Background: an optimization exercise with open tools, aiming at small area. Do not read the settings as production practice. Only simulation tests tie the RTL to the original design; equivalence was not proved. Power is estimated from default activity; no workload was simulated.

==> flow/design.v <==
package round_key_store_pkg;
    localparam int NUM_ROUNDS = 10;
    localparam int KEY_WIDTH  = 128;
    localparam int NUM_SLOTS  = NUM_ROUNDS + 1;
    typedef logic [31:0]  word_t;
    typedef word_t [3:0]  key_t;         
    typedef logic [3:0]   round_idx_t;
    typedef enum logic [1:0] {
        IDLE,
        START,
        CAPTURE,
        READY
    } rks_fsm_e;
endpackage
module round_key_regfile
(
    input  logic                      clk,
    input  logic                      ld_en,
    input  round_key_store_pkg::key_t ld_data,
    input  logic                      ins_en,
    input  round_key_store_pkg::key_t ins_data,
    input  logic                      dump0,
    input  logic [10:0]               rsel,
    output round_key_store_pkg::key_t rdata,
    output round_key_store_pkg::key_t slot0
);
    round_key_store_pkg::key_t s0;
    round_key_store_pkg::key_t ring [round_key_store_pkg::NUM_ROUNDS];
    always_ff @(posedge clk) begin
        if (ld_en) s0 <= ld_data;
    end
    always_ff @(posedge clk) begin
        if (ins_en)     ring[0] <= ins_data;
        else if (dump0) ring[0] <= s0;
        else            ring[0] <= ring[round_key_store_pkg::NUM_ROUNDS-1];
        for (int i = 1; i < round_key_store_pkg::NUM_ROUNDS; i++)
            ring[i] <= ring[i-1];
    end
    always_comb begin
        rdata = rsel[10] ? s0 : '0;
        for (int i = 0; i < round_key_store_pkg::NUM_ROUNDS; i++)
            rdata = rdata | (rsel[i] ? ring[i] : '0);
    end
    assign slot0 = s0;
endmodule
module round_key_store
(
    input  logic         clk,
    input  logic         reset_n,
    input  logic         load_key,
    input  logic [127:0] cipher_key,
    output logic         start_expansion,
    output logic [127:0] prev_key,
    input  logic [127:0] next_key,
    input  logic         finished_expansion,
    input  logic [3:0]   rd_round,
    output logic [127:0] rd_key,
    output logic         keys_ready,
    output logic         busy,
    output logic         sched_err
);
    logic       st_start, st_cap, st_ready;
    logic [3:0] ph;
    logic       sched_err_q;
    logic       load_ok;
    logic       last_write;
    logic [3:0] ph_nxt;
    logic [3:0] rpos;
    logic [10:0] rsel, rsel_nxt;
    round_key_store_pkg::key_t rd_data;
    round_key_store_pkg::key_t slot0;
    assign load_ok    = load_key && !st_start && !st_cap;
    assign last_write = (ph == 4'd9);
    always_ff @(posedge clk or negedge reset_n) begin
        if (!reset_n) begin
            st_start <= 1'b0;
            st_cap   <= 1'b0;
            st_ready <= 1'b0;
        end else begin
            st_start <= load_ok;
            st_cap   <= st_start || (st_cap && !last_write);
            st_ready <= (st_cap && last_write) || (st_ready && !load_ok);
        end
    end
    assign ph_nxt = st_start ? 4'd0 : ((ph == 4'd9) ? 4'd0 : ph + 4'd1);
    always_ff @(posedge clk or negedge reset_n) begin
        if (!reset_n) ph <= '0;
        else          ph <= ph_nxt;
    end
    always_ff @(posedge clk or negedge reset_n) begin
        if (!reset_n)
            sched_err_q <= 1'b0;
        else if (load_ok)
            sched_err_q <= 1'b0;
        else if (st_cap && (finished_expansion != last_write))
            sched_err_q <= 1'b1;
    end
    always_comb begin
        logic [4:0] d;
        d = {1'b0, ph} + 5'd11 - {1'b0, rd_round};
        rpos = (d >= 5'd10) ? 4'(d - 5'd10) : d[3:0];
    end
    always_comb begin
        rsel_nxt = '0;
        if (rd_round == 4'd0) begin
            if (load_ok) rsel_nxt[0]  = 1'b1;
            else         rsel_nxt[10] = 1'b1;
        end else if (rd_round <= 4'd10) begin
            rsel_nxt[rpos] = 1'b1;
        end
    end
    always_ff @(posedge clk) begin
        rsel <= rsel_nxt;
    end
    round_key_regfile u_regfile (
        .clk      (clk),
        .ld_en    (load_ok),
        .ld_data  (cipher_key),
        .ins_en   (st_cap),
        .ins_data (next_key),
        .dump0    (load_ok && (rd_round == 4'd0)),
        .rsel     (rsel),
        .rdata    (rd_data),
        .slot0    (slot0)
    );
    assign start_expansion = st_start;
    assign busy            = st_start | st_cap;
    assign keys_ready      = st_ready;
    assign sched_err       = sched_err_q;
    assign rd_key          = rd_data;
    assign prev_key        = slot0;
endmodule
==> flow/run.sh <==
#!/bin/bash
# synth_recipe.tcl (not shown) runs the flow's synth.tcl, then flattens the netlist and writes it again
# the make line also repeats each setting of config.mk as NAME=value (left out here)
make -C /OpenROAD-flow-scripts/flow DESIGN_CONFIG=/design/flow/config.mk WORK_HOME=/design/flow/orfs CLKGATE_MAP_FILE= SYNTH_SCRIPT=/design/flow/synth_recipe.tcl finish
==> flow/config.mk <==
export PLATFORM = sky130hd
export DESIGN_NAME = round_key_store
export DESIGN_NICKNAME = round_key_store
export VERILOG_FILES = /design/flow/design.v
export SDC_FILE = /design/flow/constraint.sdc
export NUM_CORES = 4
export LEC_CHECK = 0
export CAP_MARGIN = 20
export CORE_MARGIN = 2
export CORE_UTILIZATION = 40
export SLEW_MARGIN = 20
==> flow/constraint.sdc <==
create_clock -name core_clock -period 5.0 [get_ports {clk}]
set_input_delay 1.0000 -clock core_clock [delete_from_list [all_inputs] [get_ports {clk}]]
set_output_delay 1.0000 -clock core_clock [all_outputs]
set_load 0.01 [all_outputs]
==> impl_metrics.py, run 1 <==
metrics = {
    "setup_path": {
        "crit_path_end_kind": "output pin",
        "crit_path_start": "rsel[10]",
        "criticalPathCategory": "reg -> out",
        "ff2ff_path_depth": 12,
        "r2r_start": "ph[1]",
        "critical_path_required_ns": 4.00,
        "cp-endpoint": "rd_key[35]",
        "crit_fanout": 45,
        "r2r_end": "rsel[1]",
        "start_kind": "flop",
        "regToRegSetupSlack_ns": 1.59,
        "crit_arrival_ns": 3.17,
    },
    "global_route": {
        "grt_max_degree": 138,
        "grt_pass1_wl_um": 168000,
        "grt_usage_pct": 21.1,
        "grt_pass1_vias": 27224,
        "grt.overflow.total": 0,
        "antenna_found_initial": 6,
    },
    "timing": {
        "tns_ns": 0,
        "worstMarginPinSlew_ns": 1.04,
        "finalHoldViolCount": 0,
        "fmax_mhz": 240,
        "clock-skew-final_ns": 0.0240,
        "slew_headroom_pct": 30.4,
        "rsz0062_at_grt": "false",
        "fin_ws_ns": 0.832,
        "setup_violations": 0,
        "drv_slew": 0,
        "finalCriticalPeriod_ns": 4.17,
        "fin_crit_sh_pct": 83.4,
    },
    "finish": {
        "finish.utilization_pct": 51.9,
        "n_fill_cell": 8528,
        "area_delta_synth_final_pct": 28.8,
        "layout-drive-gt1-share_pct": 8.42,
        "final_nets": 3670,
    },
    "synthesis": {
        "syn_avg_cell_area_um2": 14.0,
        "synth_area_leaders": "dfxtp_1 64%, edfxtp_1 9.6%, a221oi_1 5.6%, a22o_1 5.6%, mux2i_1 3.2%",
        "synth-edff-count": 128,
        "async_flop_share_pct": 0.561,
        "ys_seq_elements": 1427,
        "synth_top_area_cell": "dfxtp_1",
        "synth_top_area_share_pct": 64.3,
        "ys_types": 50,
        "synth_area_mm2": 0.0402,
        "synth_cells": 2875,
        "synth-seq-area-share_pct": 74.3,
        "syn-num-nets": 3151,
        "ys.flop_type": "dfxtp_1",
        "synth_warnings": 3,
    },
    "clock_tree": {
        "cts_tree": "yes",
        "cts.repair.resized": 0,
        "cts.hold.buffers_added": 0,
        "cts_sinks": 1427,
        "cts_setup_buffers": 0,
        "clockBufferDepth": 3,
        "clk_latency_ns": 0.73,
        "cts-htree-levels": 4,
        "root_buffer": "clkbuf_16",
        "path_clk_slew_ns": 0.06,
        "cts_made_buffers": 140,
    },
    "route": {
        "viasPerCell": 5.50,
        "drt_iter0_drc": 2457,
        "ant_nets": 0,
        "firstDrtPassIters": 6,
        "vias": 26416,
        "drc": 0,
        "totalWireLength_um": 112000,
        "wl_per_cell_um": 23.2,
    },
    "worst_hold_path": {
        "hold_path.class": "reg -> reg",
    },
    "place": {
        "place_hpwl_um": 67100,
        "io_buffers": 523,
        "pre_cts_ws_ns": 0.520,
        "place.gp.congestion": 0.781,
    },
    "floorplan": {
        "pin_count": 524,
        "row_count": 116,
        "dieHeight_um": 321,
        "core_mm2": 0.0999,
        "initial_core_util_pct": 40.3,
        "die_w_um": 321,
        "dieArea_mm2": 0.103,
    },
    "power_and_ir_drop": {
        "power.leakage_nw": 21.0,
        "irDropWorstVdd_uv": 424,
        "p_total_mw": 35.5,
        "powerDensity_mw_per_mm2": 685,
    },
    "run": {
        "maxCapViolCount": 0,
    },
    "status": {
        "status": "finished clean",
    },
}
-- worst min-delay path by stage --
stage / start / to / slack [ns] / cells after the start
after floorplan: u_regfile.ring[1][103] / u_regfile.ring[2][103] / 0.33 / 0
after global placement: u_regfile.ring[7][110] / u_regfile.ring[8][110] / 0.33 / 0
final: u_regfile.ring[4][53] / u_regfile.ring[5][53] / 0.33 / 0
after CTS: u_regfile.ring[5][25] / u_regfile.ring[6][25] / 0.34 / 0
after detailed placement: u_regfile.ring[0][69] / u_regfile.ring[1][69] / 0.33 / 0
after global routing: u_regfile.ring[4][53] / u_regfile.ring[5][53] / 0.35 / 0
-- logic make-up after synthesis --
family / Yosys count / synth area share [%]
mux: 131 / 3.29
fa+ha+maj: 12 / 0.392
compound gates: 785 / 16.3
xor+xnor: 8 / 0.193
simple gates: 298 / 3.41
buf+inv: 214 / 2.04
flops: 1427 / 74.3
-- cell usage in the layout, fill, tap and decap left out, drive strengths merged, types with 22 or more instances in the layout --
cell type	netlist	layout
a221oi	255	255
a222oi	128	128
a22o	255	255
buf	28	51
clkbuf	169	214
clkdlybuf4s50	0	523
clkinv	0	22
dfxtp	1291	1291
edfxtp	128	128
inv	17	25
mux2i	131	131
nand2	136	136
nand3	131	131
o21ai	129	129
-- registers in the layout, summed over array words and instances (netlist names) --
signal	cells
u_regfile.ring	1280
u_regfile.s0	128
rsel	11
ph	4
sched_err_q	1
st_cap	1
st_ready	1
st_start	1
-- metrics by stage --
stage / hold slack, ns / instances / instance area, µm²
2_1_floorplan: 0.330 / 2875 / 40200
3_3_place_gp: 0.333 / 4550 / 47000
3_5_place_dp: 0.334 / 4550 / 47000
4_1_cts: 0.338 / 4803 / 51800
5_1_grt: 0.347 / 4804 / 51800
6_report: 0.334 / 4804 / 51800
-- final cells by class --
type	instances	area [µm²]	share of cell area, %
clock buffer	214	4320	8.34
tap	1298	1620	3.14
inverter	17	63.8	0.123
timing repair buffer	574	5870	11.3
multi-input combinational	1234	9510	18.4
antenna	1	2.50	0.00483
sequential	1427	29900	57.8
clock inverter	39	474	0.915
-- where the power goes --
| group | internal (mW) | leakage, nW | total (mW) | switching, mW |
|---|---|---|---|---|
| combinational | 3.07 | 6.51 | 6.29 | 3.22 |
| clock | 6.44 | 2.37 | 10.8 | 4.35 |
| sequential | 15.8 | 12.2 | 18.4 | 2.55 |
-- Yosys cell counts (2+ instances only) --
library cell,n
a21o_1,2
a21oi_1,3
a221oi_1,255
a222oi_1,128
a22o_1,255
a22oi_1,2
and3_1,2
buf_1,15
buf_2,13
clkbuf_1,169
dfrtp_1,8
dfxtp_1,1291
edfxtp_1,128
ha_1,11
inv_1,14
inv_2,3
mux2i_1,130
nand2_1,136
nand2b_1,4
nand3_1,130
nor2_1,9
nor4_1,7
o21ai_1,128
xnor2_1,5
xor2_1,2
-- metal layers --
layer  track usage, %  routed length (µm)
met5                0                  72
met4             6.15                2070
met3             4.87                7870
met2             34.3               52300
met1             28.2               49300
-- critical path, stage by stage (launching register included) --
cell	delay [ns]
dfxtp_4	0.87
buf_4	0.51
a22o_1	0.22
a221oi_1	0.05
nand3_1	0.16
clkdlybuf4s50_1	0.58
==> run 2: changes to the inputs <==
--- a/flow/design.v
+++ b/flow/design.v
@@ -29,17 +29,21 @@
     always_ff @(posedge clk) begin
         if (ld_en) s0 <= ld_data;
     end
+    logic rot_en;
+    assign rot_en = !ins_en && !dump0;
     always_ff @(posedge clk) begin
-        if (ins_en)     ring[0] <= ins_data;
-        else if (dump0) ring[0] <= s0;
-        else            ring[0] <= ring[round_key_store_pkg::NUM_ROUNDS-1];
+        ring[0] <= (ins_data & {128{ins_en}}) | (s0 & {128{dump0}})
+                 | (ring[round_key_store_pkg::NUM_ROUNDS-1] & {128{rot_en}});
         for (int i = 1; i < round_key_store_pkg::NUM_ROUNDS; i++)
             ring[i] <= ring[i-1];
     end
+    round_key_store_pkg::key_t g0, g1, g2, g3;
     always_comb begin
-        rdata = rsel[10] ? s0 : '0;
-        for (int i = 0; i < round_key_store_pkg::NUM_ROUNDS; i++)
-            rdata = rdata | (rsel[i] ? ring[i] : '0);
+        g0 = ~((ring[0] & {128{rsel[0]}}) | (ring[1] & {128{rsel[1]}}) | (ring[2] & {128{rsel[2]}}));
+        g1 = ~((ring[3] & {128{rsel[3]}}) | (ring[4] & {128{rsel[4]}}) | (ring[5] & {128{rsel[5]}}));
+        g2 = ~((ring[6] & {128{rsel[6]}}) | (ring[7] & {128{rsel[7]}}) | (ring[8] & {128{rsel[8]}}));
+        g3 = ~((ring[9] & {128{rsel[9]}}) | (s0 & {128{rsel[10]}}));
+        rdata = ~(g0 & g1 & g2 & g3);
     end
     assign slot0 = s0;
 endmodule
==> flow/flow/run.sh (new file) <==
#!/bin/bash
# Standard ORFS layout with two changes: the port buffers are the smallest
# buffer (buf_1) and CTS uses small clock buffers without dummy loads.
set -euo pipefail
export BUFFER_PORTS_ARGS="-buffer_cell sky130_fd_sc_hd__buf_1"
export CTS_ARGS="-sink_clustering_enable -repair_clock_nets -dont_use_dummy_load -buf_list {sky130_fd_sc_hd__clkbuf_4 sky130_fd_sc_hd__clkbuf_8}"
bash standard.sh > standard.log 2>&1
==> flow/standard.sh (new file) <==
#!/bin/bash
# synth_recipe.tcl (not shown) runs the flow's synth.tcl, then flattens the netlist and writes it again
# the make line also repeats each setting of config.mk as NAME=value (left out here)
make -C /OpenROAD-flow-scripts/flow DESIGN_CONFIG=/design/flow/config.mk WORK_HOME=/design/flow/orfs CLKGATE_MAP_FILE= SYNTH_SCRIPT=/design/flow/synth_recipe.tcl "${@:-finish}"
--- a/flow/config.mk
+++ b/flow/config.mk
@@ -7,5 +7,6 @@
 export LEC_CHECK = 0
 export CAP_MARGIN = 20
 export CORE_MARGIN = 2
-export CORE_UTILIZATION = 40
+export CORE_UTILIZATION = 55
+export PLACE_DENSITY = 0.7
 export SLEW_MARGIN = 20
removed: flow/run.sh
==> impl_metrics.py, run 2 <==
metrics = {
    "power_and_ir_drop": {
        "pwr-share-comb_pct": 17.4,
        "switching_share_pct": 31.3,
        "clkPwrFrac_pct": 23.4,
        "p_sw_mw": 9.90,
        "powerDensity_mw_per_mm2": 695,
        "power.leakage_nw": 17.7,
        "p_total_mw": 31.6,
        "irDropWorstVdd_uv": 459,
        "p_int_mw": 21.7,
        "power_frac_seq_pct": 59.2,
    },
    "finish": {
        "largest_reg_flops": 1280,
        "mostFrequentLayoutCell": "dfxtp_1",
        "top_regs": "u_regfile.ring (1280), u_regfile.s0 (128), rsel (11)",
        "area_delta_synth_final_pct": 14.5,
        "final_cells": 4394,
        "max_flop_register": "u_regfile.ring",
        "mostFrequentLayoutCells": "1,280 x dfxtp_1, 523 x buf_1, 265 x nand2_1",
        "n_fill_cell": 5346,
        "final_area_mm2": 0.0455,
        "final_nets": 3719,
        "layout-drive-gt1-share_pct": 7.79,
        "finish.utilization_pct": 63.7,
    },
    "place": {
        "place_inst": 4184,
        "dpl_cell_area_mm2": 0.0427,
        "io_buffers": 523,
        "place.gp.congestion": 0.835,
        "place_hpwl_um": 63000,
        "pre_cts_ws_ns": 0.906,
    },
    "synthesis": {
        "synth-seq-area-share_pct": 75.2,
        "synth_warnings": 3,
        "synth_cells": 2875,
        "syn-num-nets": 3151,
        "synth_commonest_cells": "1,291 x dfxtp_1, 265 x nand2_1, 255 x a221oi_1, 255 x a22o_1, 170 x clkbuf_1",
        "yosysMostFrequentCell": "dfxtp_1",
        "synth_top_area_share_pct": 65.0,
        "synth_area_leaders": "dfxtp_1 65%, edfxtp_1 9.7%, a221oi_1 5.6%, a22o_1 5.6%, a222oi_1 3.2%",
        "ys_seq_elements": 1427,
        "ys.flop_type": "dfxtp_1",
        "ys_types": 48,
        "async_flop_share_pct": 0.561,
        "synth-edff-count": 128,
        "synth_area_mm2": 0.0398,
        "syn_avg_cell_area_um2": 13.8,
        "synth_top_area_cell": "dfxtp_1",
    },
    "timing": {
        "slew_headroom_pct": 28.1,
        "rsz0062_at_grt": "false",
        "fin_ws_ns": 1.15,
        "whs_ns": 0.136,
        "tns_ns": 0,
        "setup_violations": 0,
        "worstMarginPinSlew_ns": 1.08,
        "finalCriticalPeriod_ns": 3.85,
        "clock-skew-final_ns": 0.0827,
        "finalHoldViolCount": 0,
        "fmax_mhz": 260,
        "fin_crit_sh_pct": 76.9,
        "drv_slew": 0,
    },
    "floorplan": {
        "initial_core_util_pct": 55.6,
        "row_count": 98,
        "core_mm2": 0.0715,
        "dieHeight_um": 273,
        "pin_count": 524,
        "dieArea_mm2": 0.0744,
        "die_w_um": 273,
    },
    "worst_hold_path": {
        "hold_path.class": "in -> async",
    },
    "clock_tree": {
        "path_clk_slew_ns": 0.05,
        "cts-htree-levels": 4,
        "clk_latency_ns": 0.83,
        "cts.repair.resized": 0,
        "root_buffer": "clkbuf_8",
        "cts.hold.buffers_added": 0,
        "cts_made_buffers": 207,
        "cts_sinks": 1427,
        "clockBufferDepth": 3,
        "cts_setup_buffers": 0,
        "cts_tree": "yes",
    },
    "run": {
        "maxCapViolCount": 0,
    },
    "route": {
        "wl_per_cell_um": 25.0,
        "drc": 0,
        "totalWireLength_um": 110000,
        "vias": 27243,
        "firstDrtPassIters": 8,
        "viasPerCell": 6.20,
        "drt_iter0_drc": 3015,
        "ant_nets": 0,
    },
    "global_route": {
        "grt_usage_pct": 28.7,
        "grt_pass1_wl_um": 166000,
        "top_usage_layer": "met2",
        "grt_pass1_vias": 28390,
        "grt_max_degree": 129,
        "grt_use_met2_pct": 46.9,
        "grt.overflow.total": 0,
        "grt_util_met1_pct": 37.0,
        "antenna_found_initial": 8,
        "grt_util_met3_pct": 5.76,
    },
    "setup_path": {
        "crit_path_end_kind": "output pin",
        "slowest_delay_ns": 0.69,
        "start_kind": "flop",
        "crit_fanout": 43,
        "crit_chain": "buf_4 -> a22o_1 -> a221oi_1 -> nand3_1 -> buf_1",
        "critical_path_required_ns": 4.00,
        "regToRegSetupSlack_ns": 1.62,
        "crit_slowest_cell": "dfxtp_4",
        "crit_arrival_ns": 2.85,
        "criticalPathCategory": "reg -> out",
    },
    "status": {
        "status": "finished clean",
    },
}
-- run 2: changes by cell type after synthesis, sizes merged, moves of 2 or more --
| cell | delta |
|---|---|
| mux2i | -128 |
| nand2 | +129 |
| a22oi | +128 |
| o21ai | -128 |
| nor2 | +2 |
-- run 2: critical path, delay by kind of cell (launching register included) --
| kind | cells | cell delay (ns) |
|---|---|---|
| AOI/OAI and AO/OA | 2 | 0.30 |
| buffers and inverters | 2 | 0.86 |
| DFF | 1 | 0.69 |
| and+or+nand+nor | 1 | 0.16 |
-- run 2: worst paths after layout --
| path | to | from | depth (start not counted) |
|---|---|---|---|
| max in group asynchronous | st_cap | reset_n | 1 |
| worst min register to register | u_regfile.ring[8][112] | u_regfile.ring[7][112] | 0 |
| worst max-delay path | rd_key[54] | rsel[7] | 5 |
| worst max register to register | rsel[10] | ph[1] | 12 |
| worst min-delay path | sched_err_q | reset_n | 1 |
| min in group core_clock | u_regfile.ring[8][112] | u_regfile.ring[7][112] | 0 |
-- run 2: final cells by class --
class | count | area, µm² | area share (%)
multi-input combinational | 1235 | 9060 | 19.9
antenna | 3 | 7.51 | 0.0165
sequential | 1427 | 29900 | 65.8
timing repair buffer | 556 | 2410 | 5.30
inverter | 16 | 65.1 | 0.143
tap | 950 | 1190 | 2.61
clock buffer | 207 | 2850 | 6.26
-- run 2: power groups by stage --
| stage | combinational, mW | clock (mW) | sequential, mW |
|---|---|---|---|
| 4_1_cts | 5.49 | 7.52 | 18.6 |
| 3_5_place_dp | 5.46 | 0 | 18.7 |
| 3_3_place_gp | 5.35 | 0 | 18.5 |
| 5_1_grt | 5.91 | 7.97 | 19.1 |
| 2_1_floorplan | 3.62 | 0 | 17.7 |
| 6_report | 5.50 | 7.41 | 18.7 |
-- run 2: routing by layer --
metal	wire (µm)	up-vias
met5	22	-
met4	3490	4
met3	7980	217
met2	53100	1264
met1	45300	13759
li1	-	11999
-- run 2: cells by family (layout without fill, tap and decap cells) --
logic type / Yosys count / after routing / synth area share [%]
muxes: 3 / 3 / 0.116
buffers and inverters: 213 / 779 / 2.05
other: 0 / 3 / 0
adders and majority gates: 12 / 12 / 0.397
and+or+nand+nor: 428 / 428 / 4.69
AOI/OAI and AO/OA: 784 / 784 / 17.3
xor gates and xnor gates: 8 / 8 / 0.223
DFF: 1427 / 1427 / 75.2
==> run 3: changes to the inputs <==
--- a/flow/design.v
+++ b/flow/design.v
@@ -24,28 +24,84 @@
     output round_key_store_pkg::key_t rdata,
     output round_key_store_pkg::key_t slot0
 );
-    round_key_store_pkg::key_t s0;
-    round_key_store_pkg::key_t ring [round_key_store_pkg::NUM_ROUNDS];
+    logic [127:0] s0;
+    logic [127:0] ring [round_key_store_pkg::NUM_ROUNDS];
+    logic [127:0] ring0_d;
+    logic [127:0] rd_bits;
+    logic [127:0] ins_bits;
+    logic rot_en;
+    assign rot_en = !ins_en && !dump0;
     always_ff @(posedge clk) begin
         if (ld_en) s0 <= ld_data;
     end
-    logic rot_en;
-    assign rot_en = !ins_en && !dump0;
     always_ff @(posedge clk) begin
-        ring[0] <= (ins_data & {128{ins_en}}) | (s0 & {128{dump0}})
-                 | (ring[round_key_store_pkg::NUM_ROUNDS-1] & {128{rot_en}});
+        ring[0] <= ring0_d;
         for (int i = 1; i < round_key_store_pkg::NUM_ROUNDS; i++)
             ring[i] <= ring[i-1];
     end
-    round_key_store_pkg::key_t g0, g1, g2, g3;
-    always_comb begin
-        g0 = ~((ring[0] & {128{rsel[0]}}) | (ring[1] & {128{rsel[1]}}) | (ring[2] & {128{rsel[2]}}));
-        g1 = ~((ring[3] & {128{rsel[3]}}) | (ring[4] & {128{rsel[4]}}) | (ring[5] & {128{rsel[5]}}));
-        g2 = ~((ring[6] & {128{rsel[6]}}) | (ring[7] & {128{rsel[7]}}) | (ring[8] & {128{rsel[8]}}));
-        g3 = ~((ring[9] & {128{rsel[9]}}) | (s0 & {128{rsel[10]}}));
-        rdata = ~(g0 & g1 & g2 & g3);
+    for (genvar b = 0; b < round_key_store_pkg::KEY_WIDTH; b++) begin : g_bit
+        round_key_sel3 u_ins (
+            .sel ({rot_en, dump0, ins_en}),
+            .d   ({ring[9][b], s0[b], ins_bits[b]}),
+            .q   (ring0_d[b])
+        );
+        round_key_sel11 u_rd (
+            .sel (rsel),
+            .d   ({s0[b], ring[9][b], ring[8][b], ring[7][b],
+                   ring[6][b], ring[5][b], ring[4][b], ring[3][b],
+                   ring[2][b], ring[1][b], ring[0][b]}),
+            .q   (rd_bits[b])
+        );
     end
-    assign slot0 = s0;
+    assign ins_bits = ins_data;
+    assign rdata    = rd_bits;
+    assign slot0    = s0;
+endmodule
+module round_key_sel3
+(
+    input  logic [2:0] sel,
+    input  logic [2:0] d,
+    output logic       q
+);
+    assign q = |(sel & d);
+endmodule
+module round_key_sel11
+(
+    input  logic [10:0] sel,
+    input  logic [10:0] d,
+    output logic        q
+);
+    logic [2:0] g_n;
+    logic       g;
+    round_key_aoi222 u_g0 (.a(sel[2:0]), .b(d[2:0]), .y(g_n[0]));
+    round_key_aoi222 u_g1 (.a(sel[5:3]), .b(d[5:3]), .y(g_n[1]));
+    round_key_aoi222 u_g2 (.a(sel[8:6]), .b(d[8:6]), .y(g_n[2]));
+    round_key_nand3  u_g  (.a(g_n), .y(g));
+    round_key_ao221  u_or (.a(sel[10:9]), .b(d[10:9]), .c(g), .y(q));
+endmodule
+module round_key_aoi222
+(
+    input  logic [2:0] a,
+    input  logic [2:0] b,
+    output logic       y
+);
+    assign y = ~|(a & b);
+endmodule
+module round_key_ao221
+(
+    input  logic [1:0] a,
+    input  logic [1:0] b,
+    input  logic       c,
+    output logic       y
+);
+    assign y = |(a & b) | c;
+endmodule
+module round_key_nand3
+(
+    input  logic [2:0] a,
+    output logic       y
+);
+    assign y = ~&a;
 endmodule
 module round_key_store
 (
==> flow/flow/run.sh (replaced) <==
#!/bin/bash
# Standard ORFS layout with these changes: the port buffers are the smallest
# buffer (buf_1), CTS uses clkbuf_8 with larger sink clusters and no dummy
# loads, and power recovery (which downsizes cells off the critical paths)
# runs after global routing.
set -euo pipefail
export BUFFER_PORTS_ARGS="-buffer_cell sky130_fd_sc_hd__buf_1"
export CTS_ARGS="-sink_clustering_enable -repair_clock_nets -dont_use_dummy_load -buf_list {sky130_fd_sc_hd__clkbuf_8} -sink_clustering_size 16 -sink_clustering_max_diameter 50"
export RECOVER_POWER=100
bash standard.sh > standard.log 2>&1
--- a/flow/config.mk
+++ b/flow/config.mk
@@ -10,3 +10,5 @@
 export CORE_UTILIZATION = 55
 export PLACE_DENSITY = 0.7
 export SLEW_MARGIN = 20
+export SYNTH_HIERARCHICAL = 1
+export SYNTH_MINIMUM_KEEP_SIZE = 0
==> impl_metrics.py, run 3 <==
metrics = {
    "status": {
        "status": "finished with violations",
        "violatedChecks": "capacitance limit, slew limit",
    },
    "synthesis": {
        "synth_cells": 2448,
        "syn-num-nets": 2724,
        "ys.flop_type": "dfxtp_1",
        "synth_top_area_cell": "dfxtp_1",
        "syn_avg_cell_area_um2": 15.6,
        "yosysMostFrequentCell": "dfxtp_1",
        "ys_seq_elements": 1427,
        "synth_compound_area_share_pct": 17.4,
        "synth_area_leaders": "dfxtp_1 68%, a222oi_1 13%, edfxtp_1 10%, a221o_1 3.4%, nand3_1 1.7%",
        "synth-seq-area-share_pct": 78.1,
        "synth_area_mm2": 0.0383,
        "synthMuxAreaShare_pct": 0.0261,
        "synth_fa_ha_area_share_pct": 0.412,
        "synthSimpleGateAreaFrac_pct": 2.43,
        "ys_types": 49,
        "synth_top_area_share_pct": 67.5,
        "synth_top_family_by_area": "compound AO/OA/AOI/OAI gates",
        "synth_commonest_cells": "1,291 x dfxtp_1, 512 x a222oi_1, 146 x inv_1",
        "synthXorXnorAreaFrac_pct": 0.157,
        "async_flop_share_pct": 0.561,
        "synth-edff-count": 128,
        "synth_warnings": 9,
    },
    "power_and_ir_drop": {
        "power_frac_seq_pct": 61.8,
        "power.leakage_nw": 16.8,
        "p_sw_mw": 9.74,
        "p_int_mw": 20.4,
        "switching_share_pct": 32.4,
        "pwr-share-comb_pct": 20.6,
        "p_total_mw": 30.1,
        "irDropWorstVdd_uv": 358,
        "clkPwrFrac_pct": 17.6,
        "powerDensity_mw_per_mm2": 695,
    },
    "clock_tree": {
        "cts.repair.resized": 0,
        "clockBufferDepth": 3,
        "path_clk_slew_ns": 0.09,
        "cts_sinks": 1427,
        "cts_tree": "yes",
        "cts_setup_buffers": 0,
        "root_buffer": "clkbuf_8",
        "cts-htree-levels": 3,
        "clk_latency_ns": 0.73,
        "cts.hold.buffers_added": 0,
        "cts_made_buffers": 110,
    },
    "timing": {
        "fmax_mhz": 217,
        "tns_ns": 0,
        "rsz0062_at_grt": "false",
        "clock-skew-final_ns": 0.0631,
        "setup_violations": 0,
        "finalHoldViolCount": 0,
        "slew_headroom_pct": -33.7,
        "whs_ns": 0.218,
        "worstMarginPinSlew_ns": 2.00,
        "drv_slew": 237,
        "fin_ws_ns": 0.391,
        "finalCriticalPeriod_ns": 4.61,
        "fin_crit_sh_pct": 92.2,
    },
    "place": {
        "pre_cts_ws_ns": 0.112,
        "place.gp.congestion": 0.886,
        "place_hpwl_um": 58900,
        "dpl_cell_area_mm2": 0.0419,
        "io_buffers": 523,
        "place_inst": 3932,
    },
    "finish": {
        "n_fill_cell": 5265,
        "max_flop_register": "u_regfile.ring",
        "mostFrequentLayoutCells": "1,280 x dfxtp_1, 522 x buf_1, 512 x a222oi_1",
        "top_regs": "u_regfile.ring (1280), u_regfile.s0 (128), rsel (11)",
        "largest_reg_flops": 1280,
        "mostFrequentLayoutCell": "dfxtp_1",
        "final_area_mm2": 0.0433,
        "final_nets": 3389,
        "layout-drive-gt1-share_pct": 5.30,
        "final_cells": 4046,
        "finish.utilization_pct": 63.1,
        "area_delta_synth_final_pct": 13.2,
    },
    "floorplan": {
        "die_w_um": 268,
        "dieArea_mm2": 0.0717,
        "dieHeight_um": 268,
        "row_count": 96,
        "core_mm2": 0.0687,
        "pin_count": 524,
        "initial_core_util_pct": 55.7,
    },
    "route": {
        "drt-met1-wl_um": 42000,
        "firstDrtPassIters": 8,
        "ant_nets": 0,
        "viasPerCell": 6.48,
        "wl_per_cell_um": 25.8,
        "met3WireLength_um": 9780,
        "drt_iter0_drc": 4821,
        "drc": 0,
        "totalWireLength_um": 104000,
        "dr_wl_met2_um": 49900,
        "top_layer": "met5",
        "vias": 26224,
    },
    "setup_path": {
        "crit_path_end_kind": "flop",
        "start_kind": "flop",
        "r2r_start": "st_cap",
        "critical_path_required_ns": 5.64,
        "crit_fanout": 63,
        "criticalPathCategory": "reg -> reg",
        "crit_arrival_ns": 5.25,
        "ff2ff_path_depth": 7,
        "crit_path_start": "st_cap",
    },
    "worst_hold_path": {
        "hold_path.class": "in -> async",
    },
    "global_route": {
        "grt_pass1_wl_um": 155000,
        "antenna_found_initial": 5,
        "grt_usage_pct": 27.9,
        "grt_pass1_vias": 26705,
        "grt.overflow.total": 0,
        "grt_max_degree": 130,
    },
    "run": {
        "maxCapViolCount": 4,
    },
}
[run 3: cell types whose count changed in the layout (fill, tap and decap cells not counted), sizes merged, moves of 6 or more]
| cell | delta |
|---|---|
| a22o | -255 |
| a221o | +130 |
| a222oi | +384 |
| nand2 | -257 |
| buf | -6 |
| clkbuf | -92 |
| a22oi | -130 |
| inv | +130 |
| a221oi | -255 |
[run 3: path summary, 6_finish.rpt]
check                                              to  slack [ns]
min in group core_clock          u_regfile.ring[6][4]        0.30
worst min-delay path                         st_ready        0.22
worst max-delay path            u_regfile.ring[0][61]        0.39
worst min register to register   u_regfile.ring[6][4]        0.30
max in group asynchronous                       ph[2]        4.42
worst max register to register  u_regfile.ring[0][61]        0.39
[run 3: worst max-delay path: stages (launching register included)]
cell	delay [ns]
dfrtp_1	1.11
nor2_1	0.13
nand2_1	0.28
nor2_1	0.18
nor2_4	0.77
clkbuf_2	1.58
a222oi_1	0.33
inv_1	0.14
[run 3: modules after synthesis (local to each module, per instance), excerpt]
module             area [µm²]  cells  flops+latches
round_key_regfile       29500   1409           1408
round_key_store          1280    143             19
round_key_nand3          5.00      1              0
round_key_ao221          10.0      1              0
round_key_sel3           13.8      2              0
round_key_aoi222         10.0      1              0
[run 3: logic make-up after synthesis]
family | count (synthesis)
flip-flops | 1427
AO/OA/AOI/OAI | 671
AND/OR/NAND/NOR | 182
buffers and inverters | 149
adder cells (fa/ha/maj) | 12
XOR/XNOR | 6
multiplexers | 1
[run 3: area by class of cell]
class                           count  area, µm²  area share, %
Timing Repair Buffer              555       2330           5.38
Clock buffer                      110       1510           3.49
Antenna cell                        4       10.0         0.0231
Tap cell                          931       1160           2.69
Sequential cell                  1427      29900           69.1
Inverter                          147        556           1.28
Multi-Input combinational cell    872       7840           18.1
[run 3: metal layers]
| metal | vias up | track usage [%] |
|---|---|---|
| met3 | 188 | 5.86 |
| met2 | 1481 | 45.5 |
| met1 | 13151 | 37.1 |
| met5 | - | 0 |
| li1 | 11400 | - |
| met4 | 4 | 9.65 |
[run 3: power groups by stage]
| stage | combinational [mW] | clock [mW] | sequential, mW |
|---|---|---|---|
| global route | 6.58 | 5.80 | 19.0 |
| CTS | 6.17 | 5.37 | 18.5 |
| finish | 6.20 | 5.29 | 18.6 |
| global placement | 6.00 | 0 | 18.4 |
| detailed placement | 6.12 | 0 | 18.7 |
| floorplan | 3.56 | 0 | 18.1 |
==> run 4: changes to the inputs <==
==> flow/flow/run.sh (replaced) <==
#!/bin/bash
# Standard ORFS layout with these changes: the port buffers are the smallest
# buffer (buf_1), and CTS uses clkbuf_8 with larger sink clusters and no
# dummy loads.
set -euo pipefail
export BUFFER_PORTS_ARGS="-buffer_cell sky130_fd_sc_hd__buf_1"
export CTS_ARGS="-sink_clustering_enable -repair_clock_nets -dont_use_dummy_load -buf_list {sky130_fd_sc_hd__clkbuf_8} -sink_clustering_size 16 -sink_clustering_max_diameter 50"
bash standard.sh > standard.log 2>&1
==> impl_metrics.py, run 4 <==
metrics = {
    "status": {
        "status": "finished clean",
    },
    "setup_path": {
        "crit_path_end_kind": "flop",
        "regToRegSetupSlack_ns": 0.78,
        "r2r_start": "ph[1]",
        "criticalPathCategory": "in -> reg",
        "r2r_end": "rsel[6]",
        "crit_arrival_ns": 4.94,
        "crit_path_start": "rd_round[1]",
        "cp-endpoint": "rsel[6]",
        "crit_slowest_cell": "fa_1",
        "crit_chain": "buf_1 -> inv_1 -> ha_1 -> ha_1 -> inv_1 -> fa_1 -> ha_1 -> a21o_1 -> o21ai_1 -> xnor2_1 -> ha_1 -> nor2b_1 -> o2111ai_1 -> nand3_1 -> nor3_1 -> o211ai_2 -> nor4_1",
        "critPathMostFrequentCell": "ha_1",
        "crit_fanout": 9,
        "ff2ff_path_depth": 15,
        "slowest_delay_ns": 0.68,
        "critical_path_required_ns": 5.58,
        "start_kind": "input port",
    },
    "floorplan": {
        "dieArea_mm2": 0.0717,
        "dieHeight_um": 268,
        "pin_count": 524,
        "initial_core_util_pct": 55.7,
        "row_count": 96,
        "die_w_um": 268,
        "core_mm2": 0.0687,
    },
    "power_and_ir_drop": {
        "p_sw_mw": 9.77,
        "clkPwrFrac_pct": 17.5,
        "p_total_mw": 30.2,
        "pwr-share-comb_pct": 20.7,
        "p_int_mw": 20.4,
        "powerDensity_mw_per_mm2": 695,
        "power_frac_seq_pct": 61.7,
        "irDropWorstVdd_uv": 361,
        "switching_share_pct": 32.4,
        "power.leakage_nw": 16.8,
    },
    "clock_tree": {
        "cts_sinks": 1427,
        "cts.repair.resized": 0,
        "cts_tree": "yes",
        "clk_latency_ns": 0.74,
        "clockBufferDepth": 3,
        "cts.hold.buffers_added": 0,
        "root_buffer": "clkbuf_8",
        "path_clk_slew_ns": 0.09,
        "cts-htree-levels": 3,
        "cts_made_buffers": 110,
        "cts_setup_buffers": 0,
    },
    "timing": {
        "finalHoldViolCount": 0,
        "slew_headroom_pct": 24.3,
        "fin_crit_sh_pct": 87.1,
        "finalCriticalPeriod_ns": 4.36,
        "whs_ns": 0.211,
        "clock-skew-final_ns": 0.0615,
        "rsz0062_at_grt": "false",
        "fmax_mhz": 230,
        "fin_ws_ns": 0.645,
        "tns_ns": 0,
        "setup_violations": 0,
        "worstMarginPinSlew_ns": 1.13,
        "drv_slew": 0,
    },
    "synthesis": {
        "synthMuxAreaShare_pct": 0.0261,
        "async_flop_share_pct": 0.561,
        "synth-seq-area-share_pct": 78.1,
        "synth_top_area_share_pct": 67.5,
        "synth_top_family_by_area": "compound AO/OA/AOI/OAI gates",
        "ys_seq_elements": 1427,
        "yosysMostFrequentCell": "dfxtp_1",
        "syn_avg_cell_area_um2": 15.6,
        "synthSimpleGateAreaFrac_pct": 2.43,
        "synth-edff-count": 128,
        "synthXorXnorAreaFrac_pct": 0.157,
        "synth_area_leaders": "dfxtp_1 68%, a222oi_1 13%, edfxtp_1 10%, a221o_1 3.4%, nand3_1 1.7%",
        "ys.flop_type": "dfxtp_1",
        "synth_area_mm2": 0.0383,
        "syn-num-nets": 2724,
        "synth_compound_area_share_pct": 17.4,
        "synth_warnings": 9,
        "synth_commonest_cells": "1,291 x dfxtp_1, 512 x a222oi_1, 146 x inv_1",
        "synth_top_area_cell": "dfxtp_1",
        "synth_cells": 2448,
        "ys_types": 49,
        "synth_fa_ha_area_share_pct": 0.412,
    },
    "finish": {
        "finish.utilization_pct": 63.2,
        "max_flop_register": "u_regfile.ring",
        "final_cells": 4046,
        "final_nets": 3389,
        "final_area_mm2": 0.0434,
        "mostFrequentLayoutCells": "1,280 x dfxtp_1, 523 x buf_1, 512 x a222oi_1",
        "layout-drive-gt1-share_pct": 5.53,
        "area_delta_synth_final_pct": 13.3,
        "n_fill_cell": 5254,
        "mostFrequentLayoutCell": "dfxtp_1",
        "seqCellArea_mm2": 0.0299,
        "multi_input_area_mm2": 0.00786,
        "largest_reg_flops": 1280,
        "top_regs": "u_regfile.ring (1280), u_regfile.s0 (128), rsel (11)",
    },
    "route": {
        "ant_nets": 0,
        "wl_per_cell_um": 25.9,
        "viasPerCell": 6.47,
        "drc": 0,
        "drt_iter0_drc": 4991,
        "firstDrtPassIters": 11,
        "vias": 26189,
        "totalWireLength_um": 105000,
    },
    "global_route": {
        "grt_pass1_vias": 26705,
        "grt.overflow.total": 0,
        "grt_usage_pct": 27.9,
        "grt_pass1_wl_um": 155000,
        "antenna_found_initial": 5,
        "grt_max_degree": 130,
    },
    "run": {
        "maxCapViolCount": 0,
    },
    "place": {
        "place_inst": 3932,
        "place_hpwl_um": 58900,
        "dpl_cell_area_mm2": 0.0419,
        "pre_cts_ws_ns": 0.112,
        "place.gp.congestion": 0.886,
        "io_buffers": 523,
    },
    "worst_hold_path": {
        "hold_path.class": "in -> async",
    },
}
-- run 4: power by group through the flow --
stage / Sequential (mW) / Clock, mW / Combinational, mW
after floorplan: 18.1 / 0 / 3.56
after global placement: 18.4 / 0 / 6.00
after detailed placement: 18.7 / 0 / 6.12
after CTS: 18.5 / 5.37 / 6.17
after global routing: 19.0 / 5.80 / 6.62
final: 18.6 / 5.29 / 6.25
-- run 4: final cells by class --
class / instances / share of cell area [%]
Sequential cell: 1427 / 69.0
Multi-Input combinational cell: 872 / 18.1
Timing Repair Buffer: 555 / 5.42
Clock buffer: 110 / 3.49
Tap cell: 931 / 2.68
Inverter: 147 / 1.28
Antenna cell: 4 / 0.0231
-- run 4: kinds of logic after synthesis --
group                    count (synthesis)
XOR/XNOR                                 6
multiplexers                             1
adder cells (fa/ha/maj)                 12
AND/OR/NAND/NOR                        182
flip-flops                            1427
AO/OA/AOI/OAI                          671
buffers and inverters                  149
-- run 4: worst min path at each step --
stage | startpoint | end | slack (ns) | cells past startpoint
CTS | reset_n | st_ready | 0.17 | 1
floorplan | u_regfile.ring[0][0] | u_regfile.ring[1][0] | 0.33 | 0
global route | reset_n | sched_err_q | 0.21 | 1
global placement | u_regfile.ring[6][95] | u_regfile.ring[7][95] | 0.33 | 0
finish | reset_n | st_ready | 0.21 | 1
detailed placement | u_regfile.ring[7][79] | u_regfile.ring[8][79] | 0.34 | 0
-- run 4: modules after synthesis, one instance, submodules excluded, excerpt --
module / copies in the design / flip-flops and latches
round_key_regfile: 1 / 1408
round_key_store: 1 / 19
round_key_sel3: 128 / 0
round_key_ao221: 128 / 0
round_key_aoi222: 384 / 0
round_key_nand3: 128 / 0
-- run 4: metal layers --
layer | GRT usage, % | vias up | wire length, µm
li1 | - | 11401 | -
met1 | 37.1 | 13099 | 42000
met2 | 45.5 | 1499 | 49900
met3 | 5.86 | 186 | 10000
met4 | 9.65 | 4 | 2750
met5 | 0 | - | 27
-- run 4: worst max-delay path: cells and delay by family --
| kind | cells | cell delay (ns) |
|---|---|---|
| fa+ha+maj | 5 | 1.80 |
| compound gates | 4 | 0.78 |
| buf+inv | 3 | 0.29 |
| xor+xnor | 1 | 0.16 |
| simple gates | 4 | 0.90 |
==> run 5: changes to the inputs <==
--- a/flow/design.v
+++ b/flow/design.v
@@ -126,7 +126,8 @@
     logic       last_write;
     logic [3:0] ph_nxt;
     logic [3:0] rpos;
-    logic [10:0] rsel, rsel_nxt;
+    logic [10:0] rsel;
+    logic [3:0]  rd_pos, rd_pos_nxt;
     round_key_store_pkg::key_t rd_data;
     round_key_store_pkg::key_t slot0;
     assign load_ok    = load_key && !st_start && !st_cap;
@@ -156,21 +157,21 @@
             sched_err_q <= 1'b1;
     end
     always_comb begin
-        logic [4:0] d;
-        d = {1'b0, ph} + 5'd11 - {1'b0, rd_round};
-        rpos = (d >= 5'd10) ? 4'(d - 5'd10) : d[3:0];
+        logic [3:0] b;
+        b = rd_round - 4'd1;
+        rpos = (ph >= b) ? ph - b : ph + 4'd10 - b;
     end
     always_comb begin
-        rsel_nxt = '0;
-        if (rd_round == 4'd0) begin
-            if (load_ok) rsel_nxt[0]  = 1'b1;
-            else         rsel_nxt[10] = 1'b1;
-        end else if (rd_round <= 4'd10) begin
-            rsel_nxt[rpos] = 1'b1;
-        end
+        if (rd_round == 4'd0)       rd_pos_nxt = load_ok ? 4'd0 : 4'd10;
+        else if (rd_round <= 4'd10) rd_pos_nxt = rpos;
+        else                        rd_pos_nxt = 4'd15;
     end
     always_ff @(posedge clk) begin
-        rsel <= rsel_nxt;
+        rd_pos <= rd_pos_nxt;
+    end
+    always_comb begin
+        for (int i = 0; i <= round_key_store_pkg::NUM_ROUNDS; i++)
+            rsel[i] = (rd_pos == 4'(i));
     end
     round_key_regfile u_regfile (
         .clk      (clk),
==> impl_metrics.py, run 5 <==
metrics = {
    "power_and_ir_drop": {
        "powerDensity_mw_per_mm2": 692,
        "switching_share_pct": 31.8,
        "irDropWorstVdd_uv": 430,
        "p_sw_mw": 9.46,
        "power_frac_seq_pct": 61.7,
        "p_int_mw": 20.3,
        "power.leakage_nw": 16.7,
        "clkPwrFrac_pct": 17.9,
        "p_total_mw": 29.8,
        "pwr-share-comb_pct": 20.4,
    },
    "synthesis": {
        "syn_avg_cell_area_um2": 15.8,
        "synthMuxAreaShare_pct": 0.0529,
        "syn-num-nets": 2677,
        "async_flop_share_pct": 0.563,
        "synth_top_area_cell": "dfxtp_1",
        "synth_commonest_cells": "1,284 x dfxtp_1, 512 x a222oi_1, 139 x inv_1",
        "ys.flop_type": "dfxtp_1",
        "synth_warnings": 9,
        "synthXorXnorAreaFrac_pct": 0.208,
        "yosysMostFrequentCell": "dfxtp_1",
        "ys_seq_elements": 1420,
        "synth_cells": 2400,
        "synth-edff-count": 128,
        "synth-seq-area-share_pct": 78.5,
        "synth_area_leaders": "dfxtp_1 68%, a222oi_1 14%, edfxtp_1 10%, a221o_1 3.4%, nand3_1 1.7%",
        "synthSimpleGateAreaFrac_pct": 2.19,
        "synth_compound_area_share_pct": 17.1,
        "synth_area_mm2": 0.0379,
        "ys_types": 29,
        "synth_top_family_by_area": "compound AO/OA/AOI/OAI gates",
        "synth_fa_ha_area_share_pct": 0.489,
        "synth_top_area_share_pct": 67.9,
    },
    "clock_tree": {
        "cts_tree": "yes",
        "cts-htree-levels": 3,
        "cts.hold.buffers_added": 0,
        "cts_setup_buffers": 0,
        "root_buffer": "clkbuf_8",
        "cts.repair.resized": 0,
        "cts_made_buffers": 113,
        "path_clk_slew_ns": 0.07,
        "clk_latency_ns": 0.75,
        "cts_sinks": 1420,
        "clockBufferDepth": 3,
    },
    "timing": {
        "fin_crit_sh_pct": 87.9,
        "whs_ns": 0.228,
        "worstMarginPinSlew_ns": 1.08,
        "finalHoldViolCount": 0,
        "rsz0062_at_grt": "false",
        "slew_headroom_pct": 28.2,
        "fmax_mhz": 228,
        "clock-skew-final_ns": 0.0539,
        "setup_violations": 0,
        "finalCriticalPeriod_ns": 4.39,
        "fin_ws_ns": 0.607,
        "drv_slew": 0,
        "tns_ns": 0,
    },
    "setup_path": {
        "crit_buf_inv": 2,
        "critical_path.top_delay_family": "compound AO/OA/AOI/OAI gates",
        "slowest_delay_ns": 0.58,
        "crit_arrival_ns": 3.39,
        "regToRegSetupSlack_ns": 2.22,
        "crit_path_end_kind": "output pin",
        "crit_chain": "nand2b_1 -> nor2_4 -> buf_4 -> a222oi_1 -> nand3_1 -> a221o_1 -> buf_1",
        "critical_path_required_ns": 4.00,
        "crit_slowest_cell": "dfxtp_1",
        "start_kind": "flop",
        "crit_fanout": 65,
        "criticalPathCategory": "reg -> out",
    },
    "finish": {
        "final_cells": 3955,
        "multi_input_area_mm2": 0.00773,
        "final_nets": 3349,
        "max_flop_register": "u_regfile.ring",
        "mostFrequentLayoutCell": "dfxtp_1",
        "n_fill_cell": 5061,
        "layout-drive-gt1-share_pct": 5.50,
        "finish.utilization_pct": 63.0,
        "mostFrequentLayoutCells": "1,281 x dfxtp_1, 523 x buf_1, 512 x a222oi_1",
        "top_regs": "u_regfile.ring (1280), u_regfile.s0 (128)",
        "seqCellArea_mm2": 0.0298,
        "largest_reg_flops": 1280,
        "final_area_mm2": 0.0430,
        "area_delta_synth_final_pct": 13.6,
    },
    "global_route": {
        "grt_max_degree": 131,
        "antenna_found_initial": 4,
        "grt_usage_pct": 26.9,
        "grt_pass1_vias": 25943,
        "grt_pass1_wl_um": 150000,
        "grt.overflow.total": 0,
    },
    "place": {
        "dpl_cell_area_mm2": 0.0415,
        "place.gp.congestion": 0.821,
        "io_buffers": 523,
        "place_inst": 3839,
        "place_hpwl_um": 57200,
        "pre_cts_ws_ns": 1.32,
    },
    "route": {
        "ant_nets": 0,
        "drt_iter0_drc": 4733,
        "firstDrtPassIters": 9,
        "vias": 25619,
        "totalWireLength_um": 99800,
        "viasPerCell": 6.48,
        "drc": 0,
        "wl_per_cell_um": 25.2,
    },
    "floorplan": {
        "row_count": 96,
        "dieHeight_um": 266,
        "die_w_um": 266,
        "dieArea_mm2": 0.0710,
        "initial_core_util_pct": 55.4,
        "core_mm2": 0.0683,
        "pin_count": 524,
    },
    "run": {
        "maxCapViolCount": 0,
    },
    "status": {
        "status": "finished clean",
    },
    "worst_hold_path": {
        "hold_path.class": "in -> async",
    },
}
==> run 5: changes by cell type in the layout (fill, tap and decap cells not counted), sizes merged, moves of 4 or more <==
cell and change:
dfxtp -7, inv -8, nand2 -4, nand3 -6
nor3 +4, nor4 -7
==> run 5: modules after synthesis, one instance, submodules excluded, excerpt <==
module | cells | cell area, µm² | times used
round_key_sel3 | 2 | 13.8 | 128
round_key_nand3 | 1 | 5.00 | 128
round_key_regfile | 1409 | 29500 | 1
round_key_aoi222 | 1 | 10.0 | 384
round_key_store | 95 | 875 | 1
round_key_ao221 | 1 | 10.0 | 128
==> run 5: cell families after synthesis <==
kind of cell,Yosys count
xor+xnor,9
simple gates,166
fa+ha+maj,13
buf+inv,139
flops,1420
mux,2
compound gates,651
==> run 5: worst paths after layout <==
kind	start	cells after the start	to
setup / recovery	rd_pos[3]	7	rd_key[40]
hold / removal	reset_n	1	sched_err_q
setup reg to reg	st_start	7	u_regfile.ring[0][123]
min in group core_clock	u_regfile.ring[2][127]	0	u_regfile.ring[3][127]
hold reg to reg	u_regfile.ring[2][127]	0	u_regfile.ring[3][127]
max in group asynchronous	reset_n	1	st_cap
==> run 5: cell type report <==
class,instances,area share (%)
clock buffer,113,3.61
antenna,3,0.0174
timing repair buffer,557,5.48
sequential,1420,69.2
multi-input combinational,841,18.0
inverter,139,1.21
tap,882,2.56
==> run 5: metal layers <==
metal | up-vias | global-route usage [%] | wire length, µm
met3 | 186 | 4.66 | 8950
met4 | 2 | 9.78 | 2950
met1 | 12831 | 36.5 | 40800
met2 | 1409 | 43.6 | 47100
met5 | - | 0 | 13
li1 | 11191 | - | -
==> run 5: power by group through the flow <==
stage	sequential [mW]	clock (mW)	combinational [mW]
after floorplan	17.8	0	3.64
final	18.4	5.34	6.07
after global placement	18.2	0	5.94
after CTS	18.3	5.40	6.04
after detailed placement	18.5	0	5.99
after global routing	18.8	5.83	6.47
==> run 6: changes to the inputs <==
--- a/flow/config.mk
+++ b/flow/config.mk
@@ -5,10 +5,10 @@
 export SDC_FILE = /design/flow/constraint.sdc
 export NUM_CORES = 4
 export LEC_CHECK = 0
-export CAP_MARGIN = 20
+export CAP_MARGIN = 0
 export CORE_MARGIN = 2
 export CORE_UTILIZATION = 55
 export PLACE_DENSITY = 0.7
-export SLEW_MARGIN = 20
+export SLEW_MARGIN = 0
 export SYNTH_HIERARCHICAL = 1
 export SYNTH_MINIMUM_KEEP_SIZE = 0
==> impl_metrics.py, run 6 <==
metrics = {
    "synthesis": {
        "synth-seq-area-share_pct": 78.5,
        "async_flop_share_pct": 0.563,
        "ys_seq_elements": 1420,
        "synth_commonest_cells": "1,284 x dfxtp_1, 512 x a222oi_1, 139 x inv_1",
        "synth-edff-count": 128,
        "synthSimpleGateAreaFrac_pct": 2.19,
        "ys.flop_type": "dfxtp_1",
        "synthMuxAreaShare_pct": 0.0529,
        "syn_avg_cell_area_um2": 15.8,
        "synth_compound_area_share_pct": 17.1,
        "yosysMostFrequentCell": "dfxtp_1",
        "synth_fa_ha_area_share_pct": 0.489,
        "synth_top_family_by_area": "compound AO/OA/AOI/OAI gates",
        "synth_top_area_share_pct": 67.9,
        "syn-num-nets": 2677,
        "synth_warnings": 9,
        "synth_cells": 2400,
        "synth_area_mm2": 0.0379,
        "synth_area_leaders": "dfxtp_1 68%, a222oi_1 14%, edfxtp_1 10%, a221o_1 3.4%, nand3_1 1.7%",
        "ys_types": 29,
        "synth_top_area_cell": "dfxtp_1",
        "synthXorXnorAreaFrac_pct": 0.208,
    },
    "finish": {
        "area_delta_synth_final_pct": 13.6,
        "final_cells": 3955,
        "final_area_mm2": 0.0430,
        "max_flop_register": "u_regfile.ring",
        "mostFrequentLayoutCell": "dfxtp_1",
        "largest_reg_flops": 1280,
        "layout-drive-gt1-share_pct": 5.50,
        "final_nets": 3349,
        "mostFrequentLayoutCells": "1,281 x dfxtp_1, 523 x buf_1, 512 x a222oi_1",
        "top_regs": "u_regfile.ring (1280), u_regfile.s0 (128)",
    },
    "setup_path": {
        "crit_fanout": 79,
        "regToRegSetupSlack_ns": 2.24,
        "criticalPathCategory": "reg -> out",
        "r2r_start": "st_start",
        "crit_path_end_kind": "output pin",
        "start_kind": "flop",
        "critical_path_required_ns": 4.00,
        "crit_arrival_ns": 3.47,
        "ff2ff_path_depth": 7,
        "r2r_end": "u_regfile.ring[0][123]",
    },
    "timing": {
        "worstMarginPinSlew_ns": 1.20,
        "fin_crit_sh_pct": 89.5,
        "rsz0062_at_grt": "false",
        "slew_headroom_pct": 20.0,
        "finalHoldViolCount": 0,
        "clock-skew-final_ns": 0.0531,
        "fmax_mhz": 223,
        "drv_slew": 0,
        "finalCriticalPeriod_ns": 4.47,
        "setup_violations": 0,
    },
    "floorplan": {
        "initial_core_util_pct": 55.4,
        "core_mm2": 0.0683,
        "pin_count": 524,
        "dieArea_mm2": 0.0710,
        "die_w_um": 266,
        "row_count": 96,
        "dieHeight_um": 266,
    },
    "route": {
        "viasPerCell": 6.49,
        "drt_iter0_drc": 4702,
        "wl_per_cell_um": 25.2,
        "vias": 25666,
        "ant_nets": 0,
        "drc": 0,
        "totalWireLength_um": 99700,
        "firstDrtPassIters": 9,
    },
    "place": {
        "dpl_cell_area_mm2": 0.0415,
        "place_hpwl_um": 57200,
        "place.gp.congestion": 0.821,
        "io_buffers": 523,
        "place_inst": 3839,
    },
    "power_and_ir_drop": {
        "power.leakage_nw": 16.7,
        "irDropWorstVdd_uv": 430,
        "powerDensity_mw_per_mm2": 692,
    },
    "run": {
        "maxCapViolCount": 0,
    },
    "global_route": {
        "grt_max_degree": 131,
        "grt_pass1_vias": 25943,
        "grt_usage_pct": 26.9,
        "grt_pass1_wl_um": 150000,
        "antenna_found_initial": 4,
        "grt.overflow.total": 0,
    },
    "clock_tree": {
        "cts_tree": "yes",
        "path_clk_slew_ns": 0.07,
        "cts_sinks": 1420,
        "cts.hold.buffers_added": 0,
        "root_buffer": "clkbuf_8",
        "clk_latency_ns": 0.75,
        "cts_setup_buffers": 0,
        "cts.repair.resized": 0,
        "clockBufferDepth": 3,
        "cts-htree-levels": 3,
        "cts_made_buffers": 113,
    },
    "worst_hold_path": {
        "hold_path.class": "in -> async",
    },
    "status": {
        "status": "finished clean",
    },
}
==> run 6: cell counts after synthesis <==
No cell type changed its count.
==> run 6: cells by family (layout without fill, tap and decap cells) <==
logic type,after synthesis,in the layout
adders and majority gates,13,13
muxes,2,2
xor gates and xnor gates,9,9
buffers and inverters,139,809
DFF,1420,1420
and+or+nand+nor,166,166
AOI/OAI and AO/OA,651,651
other,0,3
==> run 6: report_power, final <==
part           switching [mW]  internal (mW)
registers                2.43           15.9
clock network            3.34           2.01
logic                    3.69           2.37
total                    9.46           20.3
==> run 6: layout make-up <==
class	count	area, µm²
Sequential cell	1420	29800
Fill cell	5061	25300
Multi-Input combinational cell	841	7730
Timing Repair Buffer	557	2360
Clock buffer	113	1560
Tap cell	882	1100
Inverter	139	522
Antenna cell	3	7.51
==> run 6: stage by stage <==
step | util [%] | total power, mW | setup TNS (ns) | hold slack, ns | setup WS [ns]
6_report | 63.0 | 29.8 | 0 | 0.229 | 0.525
5_1_grt | 63.0 | 31.1 | 0 | 0.214 | 0.390
4_1_cts | 62.9 | 29.7 | 0 | 0.200 | 0.540
3_5_place_dp | 60.7 | 24.4 | 0 | 0.335 | 1.32
3_3_place_gp | 60.7 | 24.1 | 0 | 0.332 | 1.38
2_1_floorplan | - | 21.4 | -0.0200 | 0.330 | -0.0200
==> run 6: worst max-delay path by stage <==
stage	startpoint	to	slack, ns	cells past startpoint
2_1_floorplan	rd_pos[0]	rd_key[0]	-0.02	4
3_3_place_gp	rd_pos[3]	rd_key[41]	1.38	7
3_5_place_dp	rd_pos[3]	rd_key[3]	1.32	7
4_1_cts	rd_pos[3]	rd_key[3]	0.54	7
5_1_grt	rd_pos[3]	rd_key[84]	0.39	7
6_report	rd_pos[3]	rd_key[35]	0.53	7
==> run 6: critical path, stage by stage, from the launching register on <==
cell and delay [ns]:
dfxtp_1 0.58, nand2b_1 0.43, nor2_4 0.05, buf_4 0.49, a222oi_1 0.55, nand3_1 0.17, a221o_1 0.32, buf_1 0.15
==> run 6: per-module statistics from Yosys, one instance, submodules excluded, excerpt <==
module / copies in the design / cells inside / flops+latches
round_key_regfile: 1 / 1409 / 1408
round_key_store: 1 / 95 / 12
round_key_sel3: 128 / 2 / 0
round_key_ao221: 128 / 1 / 0
round_key_aoi222: 384 / 1 / 0
round_key_nand3: 128 / 1 / 0
==> run 6: per-layer routing <==
metal	part of all wire [%]	vias up	wire length (µm)	global-route usage (%)
met1	41	12879	40600	36.5
met5	0.013	-	13	0
li1	-	11190	-	-
met3	9.0	181	8930	4.66
met2	47	1414	47200	43.6
met4	2.9	2	2910	9.78
==> run 7: changes to the inputs <==
==> flow/flow/run.sh (replaced) <==
#!/bin/bash
# Standard ORFS layout with these changes: the port buffers are the smallest
# buffer (buf_1), and CTS uses clkbuf_4 with sink clusters of up to 10 flip-flops and no
# dummy loads.
set -euo pipefail
export BUFFER_PORTS_ARGS="-buffer_cell sky130_fd_sc_hd__buf_1"
export CTS_ARGS="-sink_clustering_enable -repair_clock_nets -dont_use_dummy_load -buf_list {sky130_fd_sc_hd__clkbuf_4} -sink_clustering_size 10 -sink_clustering_max_diameter 40"
bash standard.sh > standard.log 2>&1
--- a/flow/config.mk
+++ b/flow/config.mk
@@ -5,10 +5,10 @@
 export SDC_FILE = /design/flow/constraint.sdc
 export NUM_CORES = 4
 export LEC_CHECK = 0
-export CAP_MARGIN = 0
+export CAP_MARGIN = 20
 export CORE_MARGIN = 2
 export CORE_UTILIZATION = 55
 export PLACE_DENSITY = 0.7
-export SLEW_MARGIN = 0
+export SLEW_MARGIN = 20
 export SYNTH_HIERARCHICAL = 1
 export SYNTH_MINIMUM_KEEP_SIZE = 0
==> impl_metrics.py, run 7 <==
metrics = {
    "status": {
        "status": "finished clean",
    },
    "place": {
        "dpl_cell_area_mm2": 0.0415,
        "io_buffers": 523,
        "place.gp.congestion": 0.821,
        "place_hpwl_um": 57200,
    },
    "global_route": {
        "antenna_found_initial": 4,
        "grt_max_degree": 131,
        "grt_usage_pct": 27.3,
        "grt_pass1_wl_um": 151000,
        "grt_pass1_vias": 26498,
        "grt.overflow.total": 0,
    },
    "finish": {
        "final_nets": 3405,
        "top_regs": "u_regfile.ring (1280), u_regfile.s0 (128)",
        "final_area_mm2": 0.0428,
        "area_delta_synth_final_pct": 12.9,
        "mostFrequentLayoutCell": "dfxtp_1",
        "layout-drive-gt1-share_pct": 7.17,
        "mostFrequentLayoutCells": "1,281 x dfxtp_1, 523 x buf_1, 512 x a222oi_1",
        "finish.utilization_pct": 62.6,
        "largest_reg_flops": 1280,
        "max_flop_register": "u_regfile.ring",
        "seqCellArea_mm2": 0.0298,
        "multi_input_area_mm2": 0.00773,
        "n_fill_cell": 5142,
    },
    "power_and_ir_drop": {
        "power.leakage_nw": 16.7,
        "irDropWorstVdd_uv": 375,
        "powerDensity_mw_per_mm2": 685,
    },
    "route": {
        "viasPerCell": 6.47,
        "top_layer": "met5",
        "firstDrtPassIters": 9,
        "drt-met1-wl_um": 41300,
        "met3WireLength_um": 8670,
        "totalWireLength_um": 100000,
        "ant_nets": 0,
        "dr_wl_met2_um": 47200,
        "drt_iter0_drc": 4397,
        "wl_per_cell_um": 25.0,
        "vias": 25973,
        "drc": 0,
    },
    "synthesis": {
        "synth-edff-count": 128,
        "synth_area_leaders": "dfxtp_1 68%, a222oi_1 14%, edfxtp_1 10%, a221o_1 3.4%, nand3_1 1.7%",
        "async_flop_share_pct": 0.563,
        "ys.flop_type": "dfxtp_1",
        "ys_types": 29,
        "synth_top_area_cell": "dfxtp_1",
        "synth_area_mm2": 0.0379,
        "synth-seq-area-share_pct": 78.5,
        "yosysMostFrequentCell": "dfxtp_1",
        "syn_avg_cell_area_um2": 15.8,
        "syn-num-nets": 2677,
        "synth_commonest_cells": "1,284 x dfxtp_1, 512 x a222oi_1, 139 x inv_1",
        "synth_top_area_share_pct": 67.9,
        "synth_warnings": 9,
        "synth_cells": 2400,
        "ys_seq_elements": 1420,
    },
    "setup_path": {
        "slowest_delay_ns": 0.58,
        "crit_slowest_cell": "dfxtp_1",
        "criticalPathCategory": "reg -> out",
        "crit_fanout": 67,
        "ff2ff_path_depth": 7,
        "crit_arrival_ns": 3.57,
        "start_kind": "flop",
        "critical_path_required_ns": 4.00,
        "crit_path_end_kind": "output pin",
        "regToRegSetupSlack_ns": 2.13,
        "crit_chain": "nand2b_1 -> nor2_4 -> buf_4 -> a222oi_1 -> nand3_1 -> a221o_1 -> buf_1",
        "r2r_start": "st_start",
        "r2r_end": "u_regfile.ring[0][123]",
    },
    "clock_tree": {
        "cts_made_buffers": 168,
        "clk_latency_ns": 0.98,
        "cts_tree": "yes",
        "cts.repair.resized": 0,
        "cts_sinks": 1420,
        "clockBufferDepth": 3,
        "root_buffer": "clkbuf_4",
        "cts-htree-levels": 4,
        "path_clk_slew_ns": 0.11,
    },
    "floorplan": {
        "row_count": 96,
        "dieHeight_um": 266,
        "initial_core_util_pct": 55.4,
        "dieArea_mm2": 0.0710,
        "pin_count": 524,
        "core_mm2": 0.0683,
        "die_w_um": 266,
    },
    "timing": {
        "setup_violations": 0,
        "finalHoldViolCount": 0,
        "clock-skew-final_ns": 0.114,
        "fmax_mhz": 219,
        "worstMarginPinSlew_ns": 1.08,
        "rsz0062_at_grt": "false",
        "drv_slew": 0,
        "slew_headroom_pct": 28.2,
        "fin_crit_sh_pct": 91.5,
        "finalCriticalPeriod_ns": 4.57,
    },
    "worst_hold_path": {
        "hold_path.class": "in -> reg",
        "hold_path_depth": 1,
        "worstHoldStart": "cipher_key[110]",
        "min_to": "u_regfile.s0[110]",
    },
    "run": {
        "maxCapViolCount": 0,
    },
}
-- run 7: worst max path at each step --
stage               depth (start not counted)  startpoint    endpoint  slack, ns
floorplan                                   4   rd_pos[0]   rd_key[0]      -0.02
global placement                            7   rd_pos[3]  rd_key[41]       1.38
detailed placement                          7   rd_pos[3]   rd_key[3]       1.32
CTS                                         7   rd_pos[3]   rd_key[3]       0.29
global route                                7   rd_pos[3]  rd_key[73]       0.28
finish                                      7   rd_pos[3]  rd_key[29]       0.43
-- run 7: worst max-delay path: cells and delay by family, from the launching register on --
kind	cells	cell delay (ns)
AOI/OAI and AO/OA	2	0.77
and+or+nand+nor	3	0.73
buffers and inverters	2	0.52
DFF	1	0.58
-- run 7: logic make-up after synthesis --
logic type	Yosys count	share of synthesized area, %
compound gates	651	17.1
xor+xnor	9	0.208
fa+ha+maj	13	0.489
buf+inv	139	1.38
flops	1420	78.5
mux	2	0.0529
simple gates	166	2.19
-- run 7: area by class of cell --
class                           count  area share (%)
Sequential cell                  1420            69.6
Tap cell                          882            2.58
Antenna cell                        4          0.0234
Inverter                          139            1.22
Clock buffer                      168            2.95
Timing Repair Buffer              558            5.54
Multi-Input combinational cell    841            18.1
-- run 7: timing repair --
| action | CTS | global route |
|---|---|---|
| hold buffers | 1 | 0 |
| buffers inserted | 0 | 0 |
| setup endpoints to repair | 0 | 0 |
| endpoints found under the hold margin | 8 | 0 |
-- run 7: per-stage QoR --
step	setup slack, ns	total power, mW	TNS, ns	std cells	hold slack (ns)
5_1_grt	0.279	30.7	0	4011	0.0539
4_1_cts	0.294	29.3	0	4008	0.0152
3_5_place_dp	1.32	24.4	0	3839	0.335
3_3_place_gp	1.38	24.1	0	3839	0.332
6_report	0.427	29.3	0	4012	0.159
2_1_floorplan	-0.0200	21.4	-0.0200	2400	0.330
-- run 7: report_power, final --
group | internal, mW | switching, mW
clock network | 1.55 | 3.33
registers | 15.9 | 2.43
logic | 2.37 | 3.69
-- run 7: per-module statistics from Yosys (local to each module, per instance), excerpt --
| module | flip-flops and latches | copies in the design | cell area, µm² |
|---|---|---|---|
| round_key_ao221 | 0 | 128 | 10.0 |
| round_key_regfile | 1408 | 1 | 29500 |
| round_key_store | 12 | 1 | 875 |
| round_key_aoi222 | 0 | 384 | 10.0 |
| round_key_sel3 | 0 | 128 | 13.8 |
| round_key_nand3 | 0 | 128 | 5.00 |
-- run 7: per-layer routing --
layer	vias to the layer above	track usage, %
met4	2	11.7
met1	12987	36.4
met5	-	0
met3	192	5.16
li1	11381	-
met2	1411	43.8

separate check: timing with driven ports:
In the flow no input, the clock included, has a driving cell. The finished layouts below were timed again as built, in two steps.
Step 1, drivers: a clkbuf_16 drives clk and a buf_2 each remaining input, both assumed.
Step 2 times the ports against the registers' clock, not the clock port: input delays grow and output delays shrink by t, the midpoint of the rising clock arrivals with the driver on.
Slacks: no drivers / after step 1 / after step 2; pairs: no drivers / after step 1.
run	shift t [ns]	setup WS [ns]	hold slack, ns	worst setup path after step 2	clock arrival spread, ns
run 1	0.788	0.832 / 0.765 / 0.447	0.334 / 0.334 / 0.334	input to register	0.031 / 0.030
run 2	0.858	1.155 / 1.089 / 0.842	0.136 / 0.098 / 0.293	input to register	0.101 / 0.101
run 3	0.765	0.391 / 0.391 / -0.153	0.218 / 0.180 / 0.305	input to register	0.064 / 0.064
run 4	0.767	0.645 / 0.681 / -0.086	0.211 / 0.171 / 0.308	input to register	0.066 / 0.066
run 5	0.780	0.607 / 0.544 / 1.210	0.228 / 0.187 / 0.315	input to register	0.064 / 0.064
run 6	0.778	0.525 / 0.463 / 1.216	0.229 / 0.188 / 0.316	input to register	0.062 / 0.063
run 7	0.999	0.427 / 0.364 / 1.164	0.159 / 0.124 / 0.278	input to register	0.131 / 0.130
For run 4, which loses most, drivers alone change the setup slack by +0.036 ns; drivers and shift together by -0.731 ns.
